Source: an optimization exercise on an open RTL-to-GDS flow (aim: small area). Production flows keep margins and buffers that such runs may drop. The RTL was checked by simulation tests, not by an equivalence proof against the original design. Power is estimated from default activity; no workload was simulated.

Design inst_fetch_queue, start of the top module:
module inst_fetch_queue
#(
  parameter int unsigned QUEUE_DEPTH = 16,
  parameter logic [31:0] RESET_PC    = 32'h0
) (
  input  logic                  clk_in,
  input  logic                  rst_in,
  input  logic                  rdy_in,
  output logic                  mem_req_valid,
  output logic [31:0]           mem_req_addr,
  input  logic                  mem_resp_valid,
  input  logic [inst_fetch_queue_pkg::DATA_WIDTH-1:0] mem_resp_data,
  output logic                  inst_valid,
  output logic [inst_fetch_queue_pkg::DATA_WIDTH-1:0] inst_out,
  output logic [31:0]           inst_pc_out,
  output logic [31:0]           inst_pred_pc_out,
  input  logic                  inst_deq,
  input  logic                  flush_in,
  input  logic [31:0]           flush_pc_in
);
  logic            wait_q;    
  logic            drop_q;    
  logic [31:0]     pc_q;      
  logic [31:0]     head_pc_q;
  logic            valid, full;
  logic            clear, enq, deq;
  logic [31:0]     npc, head_npc;
  logic [inst_fetch_queue_pkg::DATA_WIDTH-1:0] head;
  logic            head_jal;
  assign clear    = rdy_in & flush_in;
  ...
Size in the first run: about 1600 cells after synthesis, ~580 flip-flops, ~200 I/O pins, ~0.024 sq mm of cells after synthesis.
make LEC_CHECK=0 CAP_MARGIN=20 CORE_MARGIN=2 CORE_UTILIZATION=65 CTS_BUF_LIST=sky130_fd_sc_hd__clkbuf_8 CTS_CLUSTER_DIAMETER=50 CTS_CLUSTER_SIZE=20 SLEW_MARGIN=20 finish   # period 5.5 ns
run.sh (not shown) runs the stock make flow with config.mk's settings and CLKGATE_MAP_FILE= SYNTH_SCRIPT=/design/flow/synth_recipe.tcl, a recipe that flattens the netlist after the stock synthesis.
The baseline passed the timing, DRC and antenna checks.
Rerun with:
==> flow/flow/run.sh (new file) <==
#!/bin/bash
# The standard layout (the standard.sh, standard synthesis unchanged), with two changes:
# the port buffers are the smallest buffer cell, and clock tree synthesis builds the tree from
# clkbuf_8 cells in small clusters and adds no dummy loads.
set -euo pipefail
bash standard.sh finish \
  "BUFFER_PORTS_ARGS=-buffer_cell sky130_fd_sc_hd__buf_1" \
  "CTS_ARGS=-sink_clustering_enable -repair_clock_nets -buf_list sky130_fd_sc_hd__clkbuf_8 -sink_clustering_size 20 -sink_clustering_max_diameter 50 -dont_use_dummy_load" \
  > standard.log 2>&1
==> flow/standard.sh (new file) <==
#!/bin/bash
# synth_recipe.tcl (not shown) runs the flow's synth.tcl, then flattens the netlist and writes it again
# the make line also repeats each setting of config.mk as NAME=value (left out here)
make -C /OpenROAD-flow-scripts/flow DESIGN_CONFIG=/design/flow/config.mk WORK_HOME=/design/flow/orfs CLKGATE_MAP_FILE= SYNTH_SCRIPT=/design/flow/synth_recipe.tcl "${@:-finish}"
Settings changed: CTS_BUF_LIST sky130_fd_sc_hd__clkbuf_8 to default, CTS_CLUSTER_DIAMETER 50 to default, CTS_CLUSTER_SIZE 20 to default.
removed: flow/run.sh
The changed run finished clean.
Total power shrinks by about 9%.
Setup slack gains 0.069 ns.
Cell area shrinks by 5.8%.
Wire length shrinks by about 2.4%.

========
== job 528 ==
The RTL this note starts from:
==> flow/design.v <==
package inst_fetch_queue_pkg;
  localparam int unsigned DATA_WIDTH = 32;
  localparam logic [6:0]  OPC_JAL    = 7'h6f;
  function automatic logic is_jal(input logic [DATA_WIDTH-1:0] inst);
    is_jal = inst[6:0] == OPC_JAL;
  endfunction
  function automatic logic [31:0] predict_npc(input logic [31:0]           pc,
                                              input logic [DATA_WIDTH-1:0] inst,
                                              input logic                  jal);
    logic        neg, step, run;
    logic [20:0] off;
    logic [21:0] lo;
    neg = jal & inst[31];
    off = jal ? {inst[31], inst[19:12], inst[20], inst[30:21], 1'b0} : 21'd4;
    lo  = {1'b0, pc[20:0]} + {1'b0, off};
    step = lo[21] ^ neg;
    run  = step;
    predict_npc[20:0] = lo[20:0];
    for (int i = 21; i < 32; i++) begin
      predict_npc[i] = pc[i] ^ run;
      run = run & (pc[i] ^ neg);
    end
  endfunction
endpackage
module fetch_fifo
#(
  parameter int unsigned Depth = 16
) (
  input  logic                                        clk_in,
  input  logic                                        rst_in,
  input  logic                                        clear_i,
  input  logic                                        enq_i,
  input  logic                                        deq_i,
  input  logic [inst_fetch_queue_pkg::DATA_WIDTH-1:0] enq_data_i,
  output logic                                        valid_o,
  output logic                                        full_o,
  output logic [inst_fetch_queue_pkg::DATA_WIDTH-1:0] head_o,
  output logic                                        head_jal_o
);
  localparam int unsigned W = inst_fetch_queue_pkg::DATA_WIDTH;
  localparam int unsigned PtrW = $clog2(Depth);
  logic [(Depth-1)*W-1:0] mem_q;     
  logic [W-1:0]           head_q;    
  logic                   head_jal_q;  
  logic [PtrW-1:0]        last_q;    
  logic                   valid_q;
  logic [Depth-1:0]       pos;       
  logic                   one_or_less;
  logic                   mem_enq;
  logic [W-1:0]           mem_out, head_d;
  always_comb begin
    for (int i = 0; i < Depth; i++) begin
      pos[i] = valid_q & (last_q == PtrW'(i));
    end
  end
  assign one_or_less = ~valid_q | (last_q == '0);
  assign mem_enq     = enq_i & valid_q & ~(deq_i & pos[0]);
  always_ff @(posedge clk_in) begin
    if (mem_enq) begin
      mem_q <= {mem_q[(Depth-2)*W-1:0], enq_data_i};
    end
  end
  always_comb begin
    mem_out = '0;
    for (int i = 0; i < Depth - 1; i++) begin
      mem_out = mem_out | (mem_q[i*W +: W] & {W{pos[i+1]}});
    end
  end
  assign head_d = mem_out | (enq_data_i & {W{one_or_less}});
  always_ff @(posedge clk_in) begin
    if (deq_i | (enq_i & ~valid_q)) begin
      head_q     <= head_d;
      head_jal_q <= inst_fetch_queue_pkg::is_jal(head_d);
    end
  end
  always_ff @(posedge clk_in or negedge rst_in) begin
    if (!rst_in) begin
      last_q  <= '0;
      valid_q <= 1'b0;
    end else if (clear_i) begin
      last_q  <= '0;
      valid_q <= 1'b0;
    end else if (enq_i & ~deq_i) begin
      last_q  <= valid_q ? last_q + PtrW'(1) : '0;
      valid_q <= 1'b1;
    end else if (deq_i & ~enq_i) begin
      last_q  <= last_q - PtrW'(1);
      valid_q <= last_q != '0;
    end
  end
  assign head_o     = head_q;
  assign head_jal_o = head_jal_q;
  assign valid_o = valid_q;
  assign full_o  = pos[Depth-1];
endmodule
module inst_fetch_queue
#(
  parameter int unsigned QUEUE_DEPTH = 16,
  parameter logic [31:0] RESET_PC    = 32'h0
) (
  input  logic                  clk_in,
  input  logic                  rst_in,
  input  logic                  rdy_in,
  output logic                  mem_req_valid,
  output logic [31:0]           mem_req_addr,
  input  logic                  mem_resp_valid,
  input  logic [inst_fetch_queue_pkg::DATA_WIDTH-1:0] mem_resp_data,
  output logic                  inst_valid,
  output logic [inst_fetch_queue_pkg::DATA_WIDTH-1:0] inst_out,
  output logic [31:0]           inst_pc_out,
  output logic [31:0]           inst_pred_pc_out,
  input  logic                  inst_deq,
  input  logic                  flush_in,
  input  logic [31:0]           flush_pc_in
);
  logic            wait_q;    
  logic            drop_q;    
  logic [31:0]     pc_q;      
  logic [31:0]     head_pc_q;
  logic            valid, full;
  logic            clear, enq, deq;
  logic [31:0]     npc, head_npc;
  logic [inst_fetch_queue_pkg::DATA_WIDTH-1:0] head;
  logic            head_jal;
  assign clear    = rdy_in & flush_in;
  assign enq      = rdy_in & wait_q & mem_resp_valid & ~flush_in;
  assign deq      = rdy_in & inst_deq & valid & ~flush_in;
  assign npc      = inst_fetch_queue_pkg::predict_npc(pc_q, mem_resp_data,
                                                    inst_fetch_queue_pkg::is_jal(mem_resp_data));
  assign head_npc = inst_fetch_queue_pkg::predict_npc(head_pc_q, head, head_jal);
  always_ff @(posedge clk_in or negedge rst_in) begin
    if (!rst_in) begin
      wait_q <= 1'b0;
      drop_q <= 1'b0;
    end else if (rdy_in) begin
      if (wait_q) begin
        wait_q <= ~flush_in & ~mem_resp_valid;
        drop_q <= flush_in & ~mem_resp_valid;
      end else if (drop_q) begin
        drop_q <= ~mem_resp_valid;
      end else begin
        wait_q <= ~flush_in & ~full;
      end
    end
  end
  always_ff @(posedge clk_in or negedge rst_in) begin
    if (!rst_in) begin
      pc_q <= RESET_PC;
    end else if (clear) begin
      pc_q <= flush_pc_in;
    end else if (enq) begin
      pc_q <= npc;
    end
  end
  always_ff @(posedge clk_in) begin
    if (!valid) begin
      head_pc_q <= pc_q;
    end else if (deq) begin
      head_pc_q <= head_npc;
    end
  end
  fetch_fifo #(
    .Depth(QUEUE_DEPTH)
  ) u_fetch_fifo (
    .clk_in    (clk_in),
    .rst_in    (rst_in),
    .clear_i   (clear),
    .enq_i     (enq),
    .deq_i     (deq),
    .enq_data_i(mem_resp_data),
    .valid_o   (valid),
    .full_o    (full),
    .head_o    (head),
    .head_jal_o(head_jal)
  );
  assign mem_req_valid    = wait_q;
  assign mem_req_addr     = pc_q;
  assign inst_valid       = valid;
  assign inst_out         = head;
  assign inst_pc_out      = head_pc_q;
  assign inst_pred_pc_out = head_npc;
endmodule
clock: 5.5 ns
lec_check: 0
cap_margin: 5
core_margin: 2
core_utilization: 65
slew_margin: 5
standard.sh (not shown) runs the stock make flow with config.mk's settings and CLKGATE_MAP_FILE= SYNTH_SCRIPT=/design/flow/synth_recipe.tcl, a recipe that flattens the netlist after the stock synthesis.
==> flow/flow/run.sh <==
#!/bin/bash
# The standard layout (the standard.sh, standard synthesis unchanged), with two changes:
# the port buffers are the smallest buffer cell, and clock tree synthesis builds the tree from
# clkbuf_8 cells in small clusters and adds no dummy loads.
set -euo pipefail
bash standard.sh finish \
  "BUFFER_PORTS_ARGS=-buffer_cell sky130_fd_sc_hd__buf_1" \
  "CTS_ARGS=-sink_clustering_enable -repair_clock_nets -buf_list sky130_fd_sc_hd__clkbuf_8 -sink_clustering_size 20 -sink_clustering_max_diameter 50 -dont_use_dummy_load" \
  > standard.log 2>&1
What job 2970 does differently from job 528 at the input level:
==> flow/flow/run.sh <==
#!/bin/bash
# The standard layout (the standard.sh, standard synthesis unchanged), with these changes:
# the port buffers are the smallest buffer cell; clock tree synthesis builds the tree from
# clkbuf_8 cells in small clusters and adds no dummy loads; before the floorplan, the logic
# between the flip-flops is remapped for area (flow/restructure.tcl).
set -euo pipefail
bash standard.sh finish \
  "BUFFER_PORTS_ARGS=-buffer_cell sky130_fd_sc_hd__buf_1" \
  "CTS_ARGS=-sink_clustering_enable -repair_clock_nets -buf_list sky130_fd_sc_hd__clkbuf_8 -sink_clustering_size 20 -sink_clustering_max_diameter 50 -dont_use_dummy_load" \
  "PRE_FLOORPLAN_TCL=$PWD/flow/restructure.tcl" \
  > standard.log 2>&1
==> flow/flow/restructure.tcl (new file) <==
set_dont_use $::env(DONT_USE_CELLS)
set rmp_dir $::env(OBJECTS_DIR)/rmp
file mkdir $rmp_dir
report_design_area
restructure -target area \
  -liberty_file [lindex $::env(LIB_FILES) 0] \
  -tielo_port sky130_fd_sc_hd__conb_1/LO -tiehi_port sky130_fd_sc_hd__conb_1/HI \
  -work_dir $rmp_dir -abc_logfile $rmp_dir/abc.log
report_design_area
# restructure leaves the parasitics estimate stale; refresh it for the floorplan's timing repair.
estimate_parasitics -placement
-- flow/config.mk --
<<< job 528, line 7
export LEC_CHECK = 0
export CAP_MARGIN = 5
export CORE_MARGIN = 2
export CORE_UTILIZATION = 65
export SLEW_MARGIN = 5
>>> job 2970, line 7
export LEC_CHECK = 0
export CAP_MARGIN = 20
export CORE_MARGIN = 2
export CORE_UTILIZATION = 65
export SLEW_MARGIN = 20
--- outcome ---
Job 2970: it failed during floorplan (2_1_floorplan), and the tool reported EST-0104. Relative to job 528, the number of cell rows measured on job 2970 has decreased by a few percent. [compare] base=job 528 new=job 2970: mean cell area of the mapped netlist saw an increase, die outline height saw a decrease, count of mapped cells out of synthesis saw a decrease. Measured against each other, job 2970 and job 528 differ in die width, the higher figure coming from job 528. Sort job 2970 and job 528 by effective utilization at floorplan, descending, and job 2970 comes first. Synthesized area delta for job 2970 relative to job 528: 4.5% lower.
Inputs modified between job 2970 and job 7386:
==> flow/flow/run.sh <==
#!/bin/bash
# The standard layout (the standard.sh, standard synthesis unchanged), with two changes:
# the port buffers are the smallest buffer cell, and clock tree synthesis builds the tree from
# clkbuf_8 cells in small clusters and adds no dummy loads.
set -euo pipefail
bash standard.sh finish \
  "BUFFER_PORTS_ARGS=-buffer_cell sky130_fd_sc_hd__buf_1" \
  "CTS_ARGS=-sink_clustering_enable -repair_clock_nets -buf_list sky130_fd_sc_hd__clkbuf_8 -sink_clustering_size 20 -sink_clustering_max_diameter 50 -dont_use_dummy_load" \
  > standard.log 2>&1
removed: flow/flow/restructure.tcl
[summary]
Diff job 2970 -> job 7386: number of rows in the core area rose by about 3%; mean cell area of the mapped netlist went down by 3.9%; number of instances in the synthesized netlist increased by 9.0% relative to the old numbers; initial core utilization decreased by 0.45 points relative to the old numbers.
Having completed the whole flow, job 7386 delivered a layout that passed the timing, DRC and antenna checks.
Diff job 2970 -> job 7386: height of the chip saw an increase; width of the die went up about 2.3%; synthesized area rose by about 5%.
Setup changes, job 7386 to job 7414
==> flow/flow/run.sh <==
#!/bin/bash
# The standard layout (the standard.sh, standard synthesis unchanged), with these changes:
# the port buffers are the smallest buffer cell; clock tree synthesis builds the tree from
# clkbuf_8 cells in small clusters and adds no dummy loads; before the floorplan, the logic
# between the flip-flops is remapped for area (flow/restructure.tcl).
set -euo pipefail
bash standard.sh finish \
  "BUFFER_PORTS_ARGS=-buffer_cell sky130_fd_sc_hd__buf_1" \
  "CTS_ARGS=-sink_clustering_enable -repair_clock_nets -buf_list sky130_fd_sc_hd__clkbuf_8 -sink_clustering_size 20 -sink_clustering_max_diameter 50 -dont_use_dummy_load" \
  "PRE_FLOORPLAN_TCL=$PWD/flow/restructure.tcl" "REMOVE_ABC_BUFFERS=1" \
  > standard.log 2>&1
==> flow/flow/restructure.tcl (new file) <==
set_dont_use $::env(DONT_USE_CELLS)
set rmp_dir $::env(OBJECTS_DIR)/rmp
file mkdir $rmp_dir
report_design_area
restructure -target area \
  -liberty_file [lindex $::env(LIB_FILES) 0] \
  -tielo_port sky130_fd_sc_hd__conb_1/LO -tiehi_port sky130_fd_sc_hd__conb_1/HI \
  -work_dir $rmp_dir -abc_logfile $rmp_dir/abc.log
report_design_area
[summary]
Job 7414 failed in floorplan (2_1_floorplan) with EST-0104. From job 7386 to job 7414 the numbers moved as follows: vertical die dimension moved down; synthesized area -4.5%; placement row count went down. In job 7414 the synthesized cell count turned out 130 lower than in job 7386.
Relative to job 7414, the following input files were edited for job 5545:
==> flow/flow/run.sh <==
#!/bin/bash
# The standard layout (the standard.sh, standard synthesis unchanged), with two changes:
# the port buffers are the smallest buffer cell, and clock tree synthesis builds the tree from
# clkbuf_8 cells in small clusters and adds no dummy loads; the buffers that synthesis added are
# removed before the floorplan (the later repair steps buffer as needed).
set -euo pipefail
bash standard.sh finish \
  "BUFFER_PORTS_ARGS=-buffer_cell sky130_fd_sc_hd__buf_1" \
  "CTS_ARGS=-sink_clustering_enable -repair_clock_nets -buf_list sky130_fd_sc_hd__clkbuf_8 -sink_clustering_size 20 -sink_clustering_max_diameter 50 -dont_use_dummy_load" \
  "REMOVE_ABC_BUFFERS=1" \
  > standard.log 2>&1
removed: flow/flow/restructure.tcl
[summary]
- Job 5545 vs job 7414 on die extent in x: job 5545 is the higher one.
- Run status, job 7414: aborted in floorplan (2_1_floorplan), error EST-0104
- Job 5545 did not stop at any stage, and its layout met the timing, DRC and antenna checks.
- Changes observed in job 5545 relative to job 7414: height of the die went up 2.3%, area after synthesis went up 0.0011 mm², initial cell density of the core went down 0.45 points, placement row count went up 2, mean instance size in the synthesized netlist went down about 4%.
- On gate count of the mapped netlist: between job 5545 and job 7414, it ends up higher for job 5545.
Input changes introduced in job 1566 (baseline for comparison: job 5545):
==> flow/flow/run.sh <==
#!/bin/bash
# The standard layout (the standard.sh, standard synthesis unchanged), with these changes:
# the port buffers are the smallest buffer cell; clock tree synthesis builds the tree from
# clkbuf_8 cells in small clusters and adds no dummy loads; before the floorplan, the logic
# between the flip-flops is remapped for area (flow/restructure.tcl).
set -euo pipefail
bash standard.sh finish \
  "BUFFER_PORTS_ARGS=-buffer_cell sky130_fd_sc_hd__buf_1" \
  "CTS_ARGS=-sink_clustering_enable -repair_clock_nets -buf_list sky130_fd_sc_hd__clkbuf_8 -sink_clustering_size 20 -sink_clustering_max_diameter 50 -dont_use_dummy_load" \
  "PRE_FLOORPLAN_TCL=$PWD/flow/restructure.tcl" \
  > standard.log 2>&1
==> flow/flow/restructure.tcl (new file) <==
set_dont_use $::env(DONT_USE_CELLS)
set rmp_dir $::env(OBJECTS_DIR)/rmp
file mkdir $rmp_dir
report_design_area
restructure -target area \
  -liberty_file [lindex $::env(LIB_FILES) 0] \
  -tielo_port sky130_fd_sc_hd__conb_1/LO -tiehi_port sky130_fd_sc_hd__conb_1/HI \
  -work_dir $rmp_dir -abc_logfile $rmp_dir/abc.log
report_design_area
The remaining runs in job 5545 and job 1566 completed every stage, whereas job 1566 halted early. Looking at initial standard-cell utilization of the core, job 1566 sits 0.45 points higher than job 5545 does. Changes observed in job 1566 relative to job 5545: chip height -about 2.3%; synthesized area moved down; synthesized cell count lower; average footprint of a synthesized cell increased by about 4% relative to the old numbers; number of placement rows lost 2. | die width | job 1566 vs job 5545 | 2.3% lower |.

port drivers added, routing unchanged:
In the flow no input, the clock included, has a driving cell. The finished layouts below were timed again as built, in two steps.
Step 1, drivers: a clkbuf_16 drives clk_in and a buf_2 each remaining input, both assumed.
Step 2 moves the port delays by t, midway between the first and last clock arrival at a register: inputs arrive t later, outputs are due t later. That takes back most of the time a late clock gives input paths.
a / b / c = ideal ports / drivers / drivers and shift; a / b = the first two.
| run | t (ns) | setup slack, ns | clock arrival spread, ns | worst data-port slew with drivers (ns) |
|---|---|---|---|---|
| the first run of note 1 | 0.690 | 0.191 / 0.140 / 0.214 | 0.066 / 0.066 | 0.12 |
| the second run of note 1 | 0.668 | 0.261 / 0.209 / 0.592 | 0.129 / 0.129 | 0.10 |
| job 528 | 0.667 | 0.255 / 0.203 / 0.597 | 0.129 / 0.128 | 0.10 |
| job 7386 | 0.668 | 0.261 / 0.209 / 0.592 | 0.129 / 0.129 | 0.10 |
| job 5545 | 0.653 | 0.261 / 0.209 / 0.527 | 0.092 / 0.092 | 0.07 |
After both steps setup and hold are still met in every run listed.
